What follows belongs to an exercise in optimizing a design on an open flow for small area, a short achievable clock period and few clock cycles per item; a production flow would make more cautious choices. Only simulation tests tie the RTL to the original design; equivalence was not proved. No activity file was given, so power comes from the tool's default toggle rates.

Setup of run 1:
==> flow/design.v <==
package sme_pkg;
    localparam int STR_DEPTH = 32;
    localparam int PAT_DEPTH = 8;
    typedef logic [7:0] char_t;
    typedef logic [4:0] str_idx_t;
    typedef logic [5:0] str_len_t;
    typedef logic [3:0] pat_len_t;
    localparam char_t HEAD_ANCHOR = 8'h5e;
    localparam char_t TAIL_ANCHOR = 8'h24;
    localparam char_t WILDCARD    = 8'h2e;
    localparam char_t SEPARATOR   = 8'h5f;
endpackage
module sme_char_store #(
    parameter int DEPTH = sme_pkg::STR_DEPTH
) (
    input  logic                           clk,
    input  logic                           we,
    input  logic [4:0]                     waddr,
    input  sme_pkg::char_t                 wdata,
    output sme_pkg::char_t [DEPTH-1:0]     contents
);
    always_ff @(posedge clk)
    begin
        for (int i = 0; i < DEPTH; i++)
        begin
            if (we && (waddr == 5'(i)))
            begin
                contents[i] <= wdata;
            end
        end
    end
endmodule
module sme_loader (
    input  logic               clk,
    input  logic               reset,
    input  sme_pkg::char_t     chardata,
    input  logic               isstring,
    input  logic               ispattern,
    output logic               str_char,
    output logic               pat_char,
    output sme_pkg::char_t     char_q
);
    always_ff @(posedge clk or posedge reset)
    begin
        if (reset)
        begin
            str_char <= 1'b0;
            pat_char <= 1'b0;
        end
        else
        begin
            str_char <= isstring;
            pat_char <= ispattern && !isstring;
        end
    end
    always_ff @(posedge clk)
    begin
        char_q <= chardata;
    end
endmodule
module sme_matcher (
    input  logic                                     clk,
    input  logic                                     reset,
    input  logic                                     str_char,
    input  logic                                     pat_char,
    input  sme_pkg::char_t                           char_q,
    input  sme_pkg::char_t [sme_pkg::STR_DEPTH-1:0]  str_chars,
    output logic                                     str_we,
    output sme_pkg::str_idx_t                        str_waddr,
    output logic                                     valid,
    output logic                                     match,
    output sme_pkg::str_idx_t                        match_index
);
    typedef enum logic [1:0] {
        R_IDLE,
        R_STRING,
        R_PATTERN,
        R_SLOW
    } run_t;
    run_t               run;
    sme_pkg::str_len_t  slen;
    sme_pkg::pat_len_t  plen;
    logic               head;
    logic               tail;
    logic               late;
    logic [32:0]        fvec;
    logic [31:0]        in_str;
    logic [31:0]        sep;
    logic [31:0]        eqv;
    logic [32:0]        headmask;
    logic [32:0]        tailmask;
    logic [32:0]        endmask;
    logic [32:0]        tail_vec;
    logic [32:0]        res_vec;
    logic               is_head;
    logic               is_tail;
    logic               is_wild;
    logic               in_pat;
    logic [32:0]        f_base;
    sme_pkg::pat_len_t  p_base;
    logic [32:0]        f_shift;
    logic               job_end;
    logic               res_any;
    logic [5:0]         res_pos;
    assign is_head = (char_q == sme_pkg::HEAD_ANCHOR);
    assign is_tail = (char_q == sme_pkg::TAIL_ANCHOR);
    assign is_wild = (char_q == sme_pkg::WILDCARD);
    always_comb
    begin
        for (int j = 0; j < 32; j++)
        begin
            in_str[j] = (6'(j) < slen);
            sep[j]    = (str_chars[j] == sme_pkg::SEPARATOR);
            eqv[j]    = in_str[j] && (is_wild || (str_chars[j] == char_q));
        end
        headmask[0] = 1'b1;
        for (int n = 1; n <= 32; n++)
            headmask[n] = sep[n-1];
        for (int n = 0; n <= 32; n++)
            tailmask[n] = (6'(n) == slen) || ((n < 32) && in_str[n % 32] && sep[n % 32]);
        endmask[0] = 1'b1;
        for (int n = 1; n < 32; n++)
            endmask[n] = (plen != 4'd0) || in_str[n];
        endmask[32] = (plen != 4'd0);
    end
    assign tail_vec = fvec & endmask & (tail ? tailmask : '1);
    assign res_vec  = tail_vec & (late ? headmask : '1);
    always_comb
    begin
        res_any = 1'b0;
        res_pos = '0;
        for (int n = 32; n >= 0; n--)
        begin
            if (res_vec[n])
            begin
                res_any = 1'b1;
                res_pos = 6'(n);
            end
        end
    end
    assign in_pat  = (run == R_PATTERN);
    assign f_base  = in_pat ? fvec : '1;
    assign p_base  = in_pat ? plen : '0;
    assign f_shift = {f_base[31:0] & eqv, 1'b0};
    assign job_end = in_pat && !str_char && !pat_char;
    assign str_we    = str_char && (run != R_SLOW)
                       && ((run != R_STRING) || (slen < 6'd32));
    assign str_waddr = (run == R_STRING) ? slen[4:0] : 5'd0;
    always_ff @(posedge clk or posedge reset)
    begin
        if (reset)
        begin
            run   <= R_IDLE;
            slen  <= '0;
            plen  <= '0;
            head  <= 1'b0;
            tail  <= 1'b0;
            late  <= 1'b0;
            valid <= 1'b0;
        end
        else
        begin
            valid <= 1'b0;
            if (run == R_SLOW)
            begin
                if (plen != 4'd0)
                begin
                    plen <= plen - 4'd1;
                end
                else
                begin
                    valid <= 1'b1;
                    late  <= 1'b0;
                    run   <= R_IDLE;
                end
            end
            else if (str_char)
            begin
                run <= R_STRING;
                if (run != R_STRING)
                    slen <= 6'd1;
                else if (slen < 6'd32)
                    slen <= slen + 6'd1;
            end
            else if (pat_char)
            begin
                run <= R_PATTERN;
                if (!in_pat)
                begin
                    head <= 1'b0;
                    tail <= 1'b0;
                    late <= 1'b0;
                end
                if (is_head)
                begin
                    head <= 1'b1;
                    if (p_base != 4'd0)
                        late <= 1'b1;
                end
                else if (is_tail)
                begin
                    tail <= 1'b1;
                end
                plen <= (!is_head && !is_tail && (p_base < 4'd8)) ? p_base + 4'd1 : p_base;
            end
            else if (job_end)
            begin
                if (late)
                begin
                    tail <= 1'b0;
                    run  <= R_SLOW;
                end
                else
                begin
                    valid <= 1'b1;
                    run   <= R_IDLE;
                end
            end
            else
            begin
                run <= R_IDLE;
            end
        end
    end
    always_ff @(posedge clk)
    begin
        if (run == R_SLOW)
        begin
            if (plen != 4'd0)
                fvec <= {1'b0, fvec[32:1]};
        end
        else if (!str_char && pat_char)
        begin
            if (is_head)
                fvec <= (p_base == 4'd0) ? (f_base & headmask) : f_base;
            else if (is_tail || (p_base == 4'd8))
                fvec <= f_base;
            else
                fvec <= f_shift;
        end
        else if (job_end && late)
        begin
            fvec <= tail_vec;
        end
    end
    always_ff @(posedge clk)
    begin
        match       <= res_any;
        match_index <= res_any ? 5'(res_pos - 6'(plen)) : 5'd0;
    end
endmodule
module sme_top (
    input  logic              clk,
    input  logic              reset,
    input  sme_pkg::char_t    chardata,
    input  logic              isstring,
    input  logic              ispattern,
    output logic              valid,
    output logic              match,
    output sme_pkg::str_idx_t match_index
);
    logic                                    str_char;
    logic                                    pat_char;
    sme_pkg::char_t                          char_q;
    logic                                    str_we;
    sme_pkg::str_idx_t                       str_waddr;
    sme_pkg::char_t [sme_pkg::STR_DEPTH-1:0] str_chars;
    sme_loader loader (
        .clk       (clk),
        .reset     (reset),
        .chardata  (chardata),
        .isstring  (isstring),
        .ispattern (ispattern),
        .str_char  (str_char),
        .pat_char  (pat_char),
        .char_q    (char_q)
    );
    sme_char_store #(
        .DEPTH (sme_pkg::STR_DEPTH)
    ) string_store (
        .clk      (clk),
        .we       (str_we),
        .waddr    (str_waddr),
        .wdata    (char_q),
        .contents (str_chars)
    );
    sme_matcher matcher (
        .clk         (clk),
        .reset       (reset),
        .str_char    (str_char),
        .pat_char    (pat_char),
        .char_q      (char_q),
        .str_chars   (str_chars),
        .str_we      (str_we),
        .str_waddr   (str_waddr),
        .valid       (valid),
        .match       (match),
        .match_index (match_index)
    );
endmodule
clock: 7.0 ns
lec_check: 0
cap_margin: 20
core_margin: 2
core_utilization: 40
slew_margin: 20
run.sh (not shown) runs the stock make flow with config.mk's settings and CLKGATE_MAP_FILE= SYNTH_SCRIPT=/design/flow/synth_recipe.tcl, a recipe that flattens the netlist after the stock synthesis.
Run 1: no failed stages, no open violations at the end
Testbench counts of run 1, summed over its fixed seeds: cycles 41,751, jobs 3,200.
Inputs modified between run 1 and run 2:
Settings: ABC_CLOCK_PERIOD_IN_PS now 2500, previously not set; SETUP_SLACK_MARGIN now 4.5, previously not set.
### Flow results
Run comparison: run 2 main power-consuming group combinational logic; run 1 main power-consuming group sequential cells. Per the comparison of run 2 with run 1, via count of the first global-routing pass shows an increase of 1118; worst endpoint data arrival time dropped 950 ps; final-layout clock-cell area share saw a decrease; final area increased about 14%; worst setup slack went up by 970 ps. As far as number of flip-flops and latches goes, run 1 and run 2 are indistinguishable; the numbers are identical. Compare run 2 and run 1 | required time of the critical path lower: run 1. Compare run 2 and run 1 | power higher: run 2.
Changes in run 3 relative to run 2:
Settings: SETUP_SLACK_MARGIN: 4.5 -> 4; ABC_CLOCK_PERIOD_IN_PS: 2500 -> 3000.
==> comparison <==
Summary of run 3 over run 2: final worst slack shows an increase of 22 ps, combinational power shows a reduction of about 12%, total wire length after detailed routing shows a reduction of 5.5 mm, worst hold margin shows a reduction of 43 ps. Taking run 2 as the reference, in run 3 number of nets in the layout now smaller, number of DRC markers in iteration 0 decreased by 11% relative to the old numbers.

port drivers added, routing unchanged:
In the flow no input, the clock included, has a driving cell. The finished layouts below were timed again as built, in two steps.
Step 1, drivers: a clkbuf_16 drives clk and a buf_2 each remaining input, both assumed.
Step 2 times the ports against the registers' clock, not the clock port: input delays grow and output delays shrink by t, the midpoint of the rising clock arrivals with the driver on.
a / b / c = ideal ports / drivers / drivers and shift; a / b = the first two.
run	shift t [ns]	slack for setup (ns)	worst setup path after step 2
run 1	0.605	2.184 / 2.184 / 2.184	register to register
run 2	0.615	3.152 / 3.152 / 3.152	register to register
run 3	0.603	3.174 / 3.174 / 3.174	register to register
After both steps setup and hold are still met in every run listed.
